This is an optimization exercise on Yosys and OpenROAD, whose aim is small area and a short achievable clock period, not a production implementation.
Where RTL was checked, it was by simulation tests only, not by an equivalence proof against the original.
No activity file was given, so power comes from the tool's default toggle rates.

== v41 ==
// dma_rx_unpacker
module dma_rx_unpacker #(
  parameter int          FIFO_DEPTH = 16,
  parameter logic [15:0] HDR_MAGIC  = dma_pkg::DMA_HDR_MAGIC,
  localparam int         LVL_W      = $clog2(FIFO_DEPTH) + 1
) (
  input  logic                  clk,
  input  logic                  reset_n,
  input  logic [dma_pkg::DMA_BEAT_W-1:0] dma_read_data,
  input  logic                  dma_read_valid,
  output logic [dma_pkg::DMA_WORD_W-1:0] out_data,
  output logic                  out_valid,
  input  logic                  out_ready,
  output logic                  out_last,
  output logic [LVL_W-1:0]      fifo_level,
  output logic                  overflow,
  input  logic                  ovf_clr,
  output logic                  frame_err,
  output logic [31:0]           frame_cnt,
  output logic [31:0]           drop_cnt
);
  localparam int AW = $clog2(FIFO_DEPTH);
  logic [AW-1:0]           wr_ptr, wr_ptr_d;
  logic [FIFO_DEPTH-1:0]   wr_en;       
  ...
==> flow/config.mk <==
export PLATFORM = sky130hd
export DESIGN_NAME = dma_rx_unpacker
export DESIGN_NICKNAME = dma_rx_unpacker
export VERILOG_FILES = /design/flow/design.v
export SDC_FILE = /design/flow/constraint.sdc
export NUM_CORES = 4
export LEC_CHECK = 0
export ABC_CLOCK_PERIOD_IN_PS = 2500
export CAP_MARGIN = 20
export CORE_MARGIN = 2
export CORE_UTILIZATION = 40
export CTS_CLUSTER_DIAMETER = 80
export CTS_CLUSTER_SIZE = 25
export SETUP_SLACK_MARGIN = 3.05
export SLEW_MARGIN = 20
==> flow/constraint.sdc <==
create_clock -name core_clock -period 5.5 [get_ports {clk}]
set_input_delay 1.1000 -clock core_clock [delete_from_list [all_inputs] [get_ports {clk}]]
set_output_delay 1.1000 -clock core_clock [all_outputs]
set_load 0.01 [all_outputs]
run.sh (not shown) runs the stock make flow with config.mk's settings and CLKGATE_MAP_FILE= SYNTH_SCRIPT=/design/flow/synth_recipe.tcl, a recipe that flattens the netlist after the stock synthesis.
Here is what was changed in the inputs of v54 compared with v41.
Settings: GPL_ROUTABILITY_DRIVEN newly set to 0; ABC_CLOCK_PERIOD_IN_PS removed (was 2500).
Findings:
Result for v54 and v41: all clean. Compared v41 against v54; area fraction in compound gates after synthesis within noise. Count of max-cap constraint violations of v41 is on par with v54. Fraction of power consumed by combinational cells essentially unchanged between v54 and v41. Diff v41 -> v54: remaining global-route overflow did not really move; die outline area did not really move; final critical-path setup slack did not really move; met1 track utilization from global routing did not really move.
Changes in v43 relative to v54:
Settings: PLACE_DENSITY newly set to 0.7; SETUP_SLACK_MARGIN changed from 3.05 to 3.1; GPL_ROUTABILITY_DRIVEN removed (was 0).
[summary]
Looking only at total global-route track usage, and setting everything else aside, the lower value of v54 and v43 goes to v43.
For v43, the slowest library cell on the worst path was sky130_fd_sc_hd__nor3_4, unlike v54, where it was sky130_fd_sc_hd__dfrtp_2.
v43 finished end to end and its layout was clean on timing, DRC and antenna.
[compare] base=v54 new=v43: cell area power density shrank by 5.5 nW/um2, share of the core filled with cells held steady, first-pass GRT wire length shrank by 9900 um, area of all placed cells without fillers held steady.
Edits applied to the flow inputs when going from v43 to v22:
Settings: clearing PLACE_DENSITY, which used to be 0.7; swapping 3.1 for 2.95 in SETUP_SLACK_MARGIN.
==> results.txt <==
- v22: done, clean on timing, DRC and antenna
- Changes observed in v22 relative to v43: number of resized instances in the post-cts repair step now sits lower; total vias in the final route dropped 1274; number of non-clock buffers dropped 65; placement-stage cell area held steady; number of standard cells in the layout, taps in and fillers out shows a reduction of 82.
- Proportion of power drawn by flip-flops and latches in v22 is 0.4 points lower than in v43
- Going from v43 to v22, the hold slack was found to have gone up by 0.045 ns.
Inputs modified between v22 and v6:
Settings: changing SETUP_SLACK_MARGIN from 2.95 to 3.15.
--- outcome ---
- v6: power per unit of standard cell area about 1.6% below v22
- Summary of v6 over v22: share of the clock period used by the worst path after layout went down by 1.2 points, sum of net half-perimeters after detailed placement went up by 3.4%, worst-case setup margin in the final layout went up by 0.064 ns.
- The endpoint of the worst setup timing path comes out out_data[15] in one run and out_data[22] in the other, namely in v22 and v6 respectively.
- v6 reached the final stage; the timing, DRC and antenna checks on its layout passed.
- v6 against v22: area added between synthesis and finish up 2.8 points; minimum period implied by the final worst setup slack now sits lower; multi-input combinational cell area rose by about 6%.
- In v6, achievable clock frequency is higher than in v22.
- On fraction of area in clock buffers and inverters, v6 and v22 are basically level.
The inputs of v27 differ from those of v6 as listed below.
Settings: SLEW_MARGIN changed from 20 to 5; SETUP_SLACK_MARGIN changed from 3.15 to 3.05; CAP_MARGIN changed from 20 to 5.
Leakage power figure went down slightly going from v6 to v27. Summary: with v6 as the reference, non-clock buffer count in v27 moved down by a few percent. For v6, the worst setup path startpoint was out_data[22], unlike v27, where it was out_data[29]. Taking v6 as the reference, in v27 final cell utilization of the core went down 0.55 points; relative contribution of the clock network to total power went up 0.9 points; highest cell delay on the worst timing path held; achievable clock frequency held.

* * *

## job 104
Another version of the RTL of dma_rx_unpacker (not shown whole).
For scale: ~2,300 flip-flops, roughly 240 I/O pins.
Settings: LEC_CHECK=0, CAP_MARGIN=20, CORE_MARGIN=2, CORE_UTILIZATION=40, CTS_CLUSTER_DIAMETER=80, CTS_CLUSTER_SIZE=25, SETUP_SLACK_MARGIN=2.95, SLEW_MARGIN=20; clock period 5.5 ns.
## Diff of input files: job 103 against job 104
Settings: removing CTS_CLUSTER_SIZE (formerly 25); removing CTS_CLUSTER_DIAMETER (formerly 80).
Results
Per the comparison of job 103 with job 104, combinational share of power fell by 1.6 points, total power rose by about 14%, final-layout clock buffer total rose by about 120%, share of the clock period used by the worst path fell by 0.33 points, number of antenna cells inserted rose by 1. Re area fraction of clock buffers and clock inverters: job 104 was lower than job 103. Comparing job 103 with job 104, the slack of the worst reg-to-reg path came out essentially unchanged. Per the final summary, job 103 finished and its layout is clean on timing, DRC and antenna.
Function was not checked in any run of this note: the RTL went through the layout flow alone.

* * *

Another version of the RTL of dma_rx_unpacker (not shown whole).
Size: roughly 4400 cells after synthesis, roughly 2300 flip-flops, roughly 83000 um^2 of cells after synthesis.
// dma_rx_unpacker
module dma_rx_unpacker #(
  parameter int          FIFO_DEPTH = 16,
  parameter logic [15:0] HDR_MAGIC  = dma_pkg::DMA_HDR_MAGIC,
  localparam int         LVL_W      = $clog2(FIFO_DEPTH) + 1
) (
  input  logic                  clk,
  input  logic                  reset_n,
  input  logic [dma_pkg::DMA_BEAT_W-1:0] dma_read_data,
  input  logic                  dma_read_valid,
  output logic [dma_pkg::DMA_WORD_W-1:0] out_data,
  output logic                  out_valid,
  input  logic                  out_ready,
  output logic                  out_last,
  output logic [LVL_W-1:0]      fifo_level,
  output logic                  overflow,
  input  logic                  ovf_clr,
  output logic                  frame_err,
  output logic [31:0]           frame_cnt,
  output logic [31:0]           drop_cnt
);
  localparam int AW = $clog2(FIFO_DEPTH);
  logic [AW-1:0]           wr_ptr, wr_ptr_d;
  logic [FIFO_DEPTH-1:0]   wr_en;       
  logic [FIFO_DEPTH-1:0]   rd_oh, rd_oh_d;
  logic [3*FIFO_DEPTH-1:0] nsel;        
  logic [FIFO_DEPTH-1:0]   we;
  logic [LVL_W-1:0]        level_d;
  logic                    full, empty, lvl_le1, lvl_1;
  logic                    push, pop;
  logic                    pay;         
  logic                    ov;          
  logic [3:0]              lane, lane_d;   
  logic [15:0]             rem;
  logic                    rem1;        
  logic                    hdr_ok;      
  logic [15:0]             hdr_len;
  logic                    hdr_len0, hdr_len1;
  logic [31:0]             nxt_word, hdr_word, w_word;
  logic                    hs, hdr_act, accept, last, lane3;
  logic                    hact;        
  logic                    step, wrap;   
  logic [3*FIFO_DEPTH-1:0] nsel_d;
  assign push = dma_read_valid & ~full;
  assign we   = {FIFO_DEPTH{dma_read_valid}} & wr_en;
  dma_rx_fifo #(
    .DEPTH (FIFO_DEPTH),
    .WIDTH (dma_pkg::DMA_BEAT_W)
  ) u_fifo (
    .clk      (clk),
    .we       (we),
  ...
==> flow/config.mk <==
export PLATFORM = sky130hd
export DESIGN_NAME = dma_rx_unpacker
export DESIGN_NICKNAME = dma_rx_unpacker
export VERILOG_FILES = /design/flow/design.v
export SDC_FILE = /design/flow/constraint.sdc
export NUM_CORES = 4
export LEC_CHECK = 0
export CAP_MARGIN = 20
export CORE_MARGIN = 2
export CORE_UTILIZATION = 50
export CTS_CLUSTER_DIAMETER = 80
export CTS_CLUSTER_SIZE = 25
export SETUP_SLACK_MARGIN = 3.05
export SLEW_MARGIN = 20
==> flow/constraint.sdc <==
create_clock -name core_clock -period 5.5 [get_ports {clk}]
set_input_delay 1.1000 -clock core_clock [delete_from_list [all_inputs] [get_ports {clk}]]
set_output_delay 1.1000 -clock core_clock [all_outputs]
set_load 0.01 [all_outputs]
The first run passed the timing, DRC and antenna checks.
Rerun with:
--- a/flow/config.mk
+++ b/flow/config.mk
@@ -10 +10 @@
-export CORE_UTILIZATION = 50
+export CORE_UTILIZATION = 40
- The changed run completed without violations
- global-route usage shrinks by 6.5 points
- non-clock buffer count shrinks by 21
- total power is about the same
- count of clock-buffer cells in the layout shrinks by 9
- maximum frequency shrinks by 0.97%
Function was not checked in any run of this note: the RTL went through the layout flow alone.

* * *

The RTL this note starts from:
==> flow/design.v <==
package dma_pkg;
  localparam int DMA_BEAT_W = 128;
  localparam int DMA_WORD_W = 32;
  localparam int DMA_LANES  = 4;
  localparam logic [15:0] DMA_HDR_MAGIC = 16'hD5A7;
  localparam int MAGIC_HI = 31;
  localparam int MAGIC_LO = 16;
  localparam int LEN_HI   = 15;
  localparam int LEN_LO   = 0;
  typedef enum logic {
    RX_HDR,
    RX_PAYLOAD
  } rx_state_e;
  function automatic logic [DMA_WORD_W-1:0] beat_lane(
    input logic [DMA_BEAT_W-1:0] beat,
    input logic [1:0]            lane
  );
    beat_lane = beat[lane*DMA_WORD_W +: DMA_WORD_W];
  endfunction
endpackage
module dma_rx_fifo #(
  parameter int DEPTH = 16,
  parameter int WIDTH = 128
) (
  input  logic                   clk,
  input  logic [DEPTH-1:0]       we,
  input  logic [WIDTH-1:0]       wdata,
  input  logic [DEPTH-1:0]       rd_oh,
  input  logic [3*DEPTH-1:0]     nsel,      
  output logic [WIDTH/4-1:0]     nxt_word,
  output logic [WIDTH/4-1:0]     hdr_word
);
  localparam int WW = WIDTH / 4;
  logic [DEPTH*WIDTH-1:0] mem;
  always_ff @(posedge clk) begin
    for (int e = 0; e < DEPTH; e++)
      if (we[e]) mem[e*WIDTH +: WIDTH] <= wdata;
  end
  always_comb begin
    nxt_word = '0;
    hdr_word = '0;
    for (int e = 0; e < DEPTH; e++) begin
      for (int l = 1; l < 4; l++)
        nxt_word = nxt_word | ({WW{nsel[3*e+l-1]}} & mem[e*WIDTH + l*WW +: WW]);
      hdr_word = hdr_word | ({WW{rd_oh[(e+DEPTH-1)%DEPTH]}} & mem[e*WIDTH +: WW]);
    end
  end
endmodule
module dma_rx_unpacker #(
  parameter int          FIFO_DEPTH = 16,
  parameter logic [15:0] HDR_MAGIC  = dma_pkg::DMA_HDR_MAGIC,
  localparam int         LVL_W      = $clog2(FIFO_DEPTH) + 1
) (
  input  logic                  clk,
  input  logic                  reset_n,
  input  logic [dma_pkg::DMA_BEAT_W-1:0] dma_read_data,
  input  logic                  dma_read_valid,
  output logic [dma_pkg::DMA_WORD_W-1:0] out_data,
  output logic                  out_valid,
  input  logic                  out_ready,
  output logic                  out_last,
  output logic [LVL_W-1:0]      fifo_level,
  output logic                  overflow,
  input  logic                  ovf_clr,
  output logic                  frame_err,
  output logic [31:0]           frame_cnt,
  output logic [31:0]           drop_cnt
);
  localparam int AW = $clog2(FIFO_DEPTH);
  logic [AW-1:0]           wr_ptr, wr_ptr_d;
  logic [FIFO_DEPTH-1:0]   wr_en;       
  logic [FIFO_DEPTH-1:0]   rd_oh, rd_oh_d;
  logic [3*FIFO_DEPTH-1:0] nsel;        
  logic [FIFO_DEPTH-1:0]   we;
  logic [LVL_W-1:0]        level_d;
  logic                    full, empty, lvl_le1, lvl_1;
  logic                    push, pop;
  logic                    pay;         
  logic                    ov;          
  logic [3:0]              lane, lane_d;   
  logic [15:0]             rem;
  logic                    rem1;        
  logic                    hdr_ok;      
  logic [15:0]             hdr_len;
  logic                    hdr_len0, hdr_len1;
  logic [31:0]             nxt_word, hdr_word, w_word;
  logic                    hs, hdr_act, accept, last, lane3;
  logic                    hact;        
  logic                    step, wrap;   
  logic [3*FIFO_DEPTH-1:0] nsel_d;
  assign push = dma_read_valid & ~full;
  assign we   = {FIFO_DEPTH{dma_read_valid}} & wr_en;
  dma_rx_fifo #(
    .DEPTH (FIFO_DEPTH),
    .WIDTH (dma_pkg::DMA_BEAT_W)
  ) u_fifo (
    .clk      (clk),
    .we       (we),
    .wdata    (dma_read_data),
    .rd_oh    (rd_oh),
    .nsel     (nsel),
    .nxt_word (nxt_word),
    .hdr_word (hdr_word)
  );
  assign w_word  = dma_read_data[31:0];
  assign hs      = ov & out_ready;
  assign hdr_act = hact;
  assign accept  = hact & hdr_ok & ~hdr_len0;
  assign last    = rem1;
  assign lane3   = lane[3];
  assign step    = hs & ~last & ~lane3;
  assign wrap    = hs & (last | lane3);
  assign pop     = (hact & (~hdr_ok | hdr_len0)) | wrap;
  logic sel_nxt, sel_hdr, sel_w, sel_hold;
  logic pay_d, empty_d, valid_d, rem1_d;
  assign sel_nxt  = accept | step;
  assign sel_hdr  = hs & ~last & lane3 & ~lvl_le1;
  assign sel_w    = pay & dma_read_valid & (empty | (hs & ~last & lane3 & lvl_1));
  assign sel_hold = ov & ~out_ready;
  logic inc, dec, keep;
  logic full_d, lvl_1_d, lvl_le1_d;
  logic lvl_2, lvl_top;
  logic [LVL_W-1:0] level_inc, level_dec;
  assign lvl_2     = (fifo_level == LVL_W'(2));
  assign lvl_top   = (fifo_level == LVL_W'(FIFO_DEPTH - 1));
  assign level_inc = fifo_level + 1'b1;
  assign level_dec = fifo_level - 1'b1;
  assign inc       = push & ~pop;
  assign dec       = pop & ~push;
  assign keep      = ~(inc | dec);
  assign level_d   = ({LVL_W{inc}} & level_inc) | ({LVL_W{dec}} & level_dec) |
                     ({LVL_W{keep}} & fifo_level);
  assign full_d    = ~pop & (full | (lvl_top & push));
  assign empty_d   = ~push & (empty | (lvl_1 & pop));
  assign lvl_1_d   = (empty & push) | (lvl_1 & keep) | (lvl_2 & dec);
  assign lvl_le1_d = empty_d | lvl_1_d;
  assign wr_ptr_d = wr_ptr + AW'(push);
  assign pay_d    = accept | (pay & ~(hs & last));
  assign valid_d  = pay_d & ~empty_d;
  assign rem1_d   = accept ? hdr_len1 : (hs ? (rem == 16'd2) : rem1);
  assign lane_d   = accept ? 4'b0010 : step ? {lane[2:0], 1'b0} : pop ? 4'b0001 : lane;
  assign rd_oh_d  = pop ? {rd_oh[FIFO_DEPTH-2:0], rd_oh[FIFO_DEPTH-1]} : rd_oh;
  always_comb begin
    for (int e = 0; e < FIFO_DEPTH; e++) begin
      nsel_d[3*e]   = pop ? rd_oh[(e+FIFO_DEPTH-1)%FIFO_DEPTH] : (~accept & ~step & nsel[3*e]);
      nsel_d[3*e+1] = accept ? rd_oh[e] : step ? nsel[3*e] : (~pop & nsel[3*e+1]);
      nsel_d[3*e+2] = step ? nsel[3*e+1] : (~accept & ~pop & nsel[3*e+2]);
    end
  end
  always_ff @(posedge clk or negedge reset_n) begin
    if (!reset_n) begin
      out_data  <= '0;
      out_valid <= 1'b0;
      out_last  <= 1'b0;
      ov        <= 1'b0;
    end else begin
      out_data  <= ({32{sel_nxt}}  & nxt_word) |
                   ({32{sel_hdr}}  & hdr_word) |
                   ({32{sel_w}}    & w_word)   |
                   ({32{sel_hold}} & out_data);
      out_valid <= valid_d;
      ov        <= valid_d;
      out_last  <= valid_d & rem1_d;
    end
  end
  logic [31:0] hdr_src;
  assign hdr_src = lvl_le1 ? w_word : hdr_word;
  always_ff @(posedge clk) begin
    hdr_ok   <= (hdr_src[31:16] == HDR_MAGIC);
    hdr_len  <= hdr_src[15:0];
    hdr_len0 <= (hdr_src[15:0] == 16'd0);
    hdr_len1 <= (hdr_src[15:0] == 16'd1);
  end
  always_ff @(posedge clk or negedge reset_n) begin
    if (!reset_n) begin
      pay        <= 1'b0;
      lane       <= 4'b0001;
      rem        <= '0;
      rem1       <= 1'b0;
      frame_err  <= 1'b0;
      wr_ptr     <= '0;
      wr_en      <= FIFO_DEPTH'(1);
      rd_oh      <= FIFO_DEPTH'(1);
      nsel       <= (3*FIFO_DEPTH)'(1);
      hact       <= 1'b0;
      fifo_level <= '0;
      full       <= 1'b0;
      empty      <= 1'b1;
      lvl_le1    <= 1'b1;
      lvl_1      <= 1'b0;
    end else begin
      frame_err <= hdr_act & ~hdr_ok;
      pay       <= pay_d;
      rem1      <= rem1_d;
      lane      <= lane_d;
      rd_oh     <= rd_oh_d;
      nsel      <= nsel_d;
      hact      <= ~pay_d & ~empty_d;
      if (accept)  rem <= hdr_len;
      else if (hs) rem <= rem - 16'd1;
      wr_ptr     <= wr_ptr_d;
      for (int e = 0; e < FIFO_DEPTH; e++)
        wr_en[e] <= (wr_ptr_d == AW'(e)) & ~full_d;
      fifo_level <= level_d;
      full       <= full_d;
      empty      <= empty_d;
      lvl_le1    <= lvl_le1_d;
      lvl_1      <= lvl_1_d;
    end
  end
  always_ff @(posedge clk or negedge reset_n) begin
    if (!reset_n)                   overflow <= 1'b0;
    else if (dma_read_valid & full) overflow <= 1'b1;
    else if (ovf_clr)               overflow <= 1'b0;
  end
  logic frame_done;
  assign frame_done = (hdr_act & hdr_ok & hdr_len0) | (hs & last);
  always_ff @(posedge clk or negedge reset_n) begin
    if (!reset_n) begin
      frame_cnt <= '0;
      drop_cnt  <= '0;
    end else begin
      if (frame_done)            frame_cnt <= frame_cnt + 32'd1;
      if (dma_read_valid & full) drop_cnt  <= drop_cnt + 32'd1;
    end
  end
endmodule
clock: 5.5 ns
lec_check: 0
cap_margin: 20
core_margin: 2
core_utilization: 40
cts_cluster_diameter: 80
cts_cluster_size: 25
gpl_routability_driven: 0
setup_slack_margin: 3.05
slew_margin: 20
The baseline completed with no timing, DRC or antenna violations.
Change:
--- a/flow/config.mk
+++ b/flow/config.mk
@@ -13,2 +13 @@
-export GPL_ROUTABILITY_DRIVEN = 0
-export SETUP_SLACK_MARGIN = 3.05
+export SETUP_SLACK_MARGIN = 3.15
Die area does not change.
Combinational power is about the same.
Register-to-register slack loses 0.02 ns.
No run of this note included a check of the RTL's function; only the layout flow was run.

[afterwards: timing with drivers on the ports]
The results above use ideal ports. As a check the final layouts listed here were re-extracted and re-timed, cells and wires unchanged. Step 1, drivers: a clkbuf_16 drives clk and a buf_2 each remaining input, both assumed. Step 2 also shifts input and output timing later by t, the mid clock arrival at the registers, as if the neighbouring blocks saw the same clock. a / b / c = no drivers / after step 1 / after step 2; a / b = the first two.
run | t (ns) | setup slack, ns | worst register clock-pin slew, ns | worst data-port slew with drivers (ns) | pins driven straight from the clock port
v41 | 0.874 | 2.945 / 2.862 / 2.270 | 0.10 / 0.10 | 0.18 | 1
v54 | 0.874 | 2.945 / 2.862 / 2.270 | 0.10 / 0.10 | 0.18 | 1
v43 | 0.863 | 2.957 / 2.877 / 2.216 | 0.11 / 0.11 | 0.18 | 1
v22 | 0.869 | 2.886 / 2.862 / 2.327 | 0.10 / 0.10 | 0.13 | 1
v6 | 0.879 | 2.950 / 2.865 / 2.170 | 0.10 / 0.10 | 0.21 | 1
v27 | 0.859 | 2.953 / 2.867 / 2.364 | 0.10 / 0.10 | 0.16 | 1
job 104 | 0.865 | 2.763 / 2.780 / 1.929 | 0.10 / 0.10 | 0.18 | 1
job 103 | 0.938 | 2.782 / 2.786 / 1.890 | 0.07 / 0.07 | 0.18 | 1
the first run of note 3 | 0.855 | 2.972 / 2.887 / 2.212 | 0.10 / 0.10 | 0.18 | 1
the second run of note 3 | 0.878 | 2.948 / 2.873 / 2.175 | 0.11 / 0.11 | 0.15 | 1
the first run of note 4 | 0.878 | 2.948 / 2.873 / 2.175 | 0.11 / 0.11 | 0.15 | 1
the second run of note 4 | 0.881 | 2.931 / 2.843 / 2.227 | 0.11 / 0.11 | 0.17 | 1
After both steps every run listed still meets setup and hold. The setup slack of job 103, which loses most, moves by +0.004 ns with the drivers and by -0.892 ns with both steps.
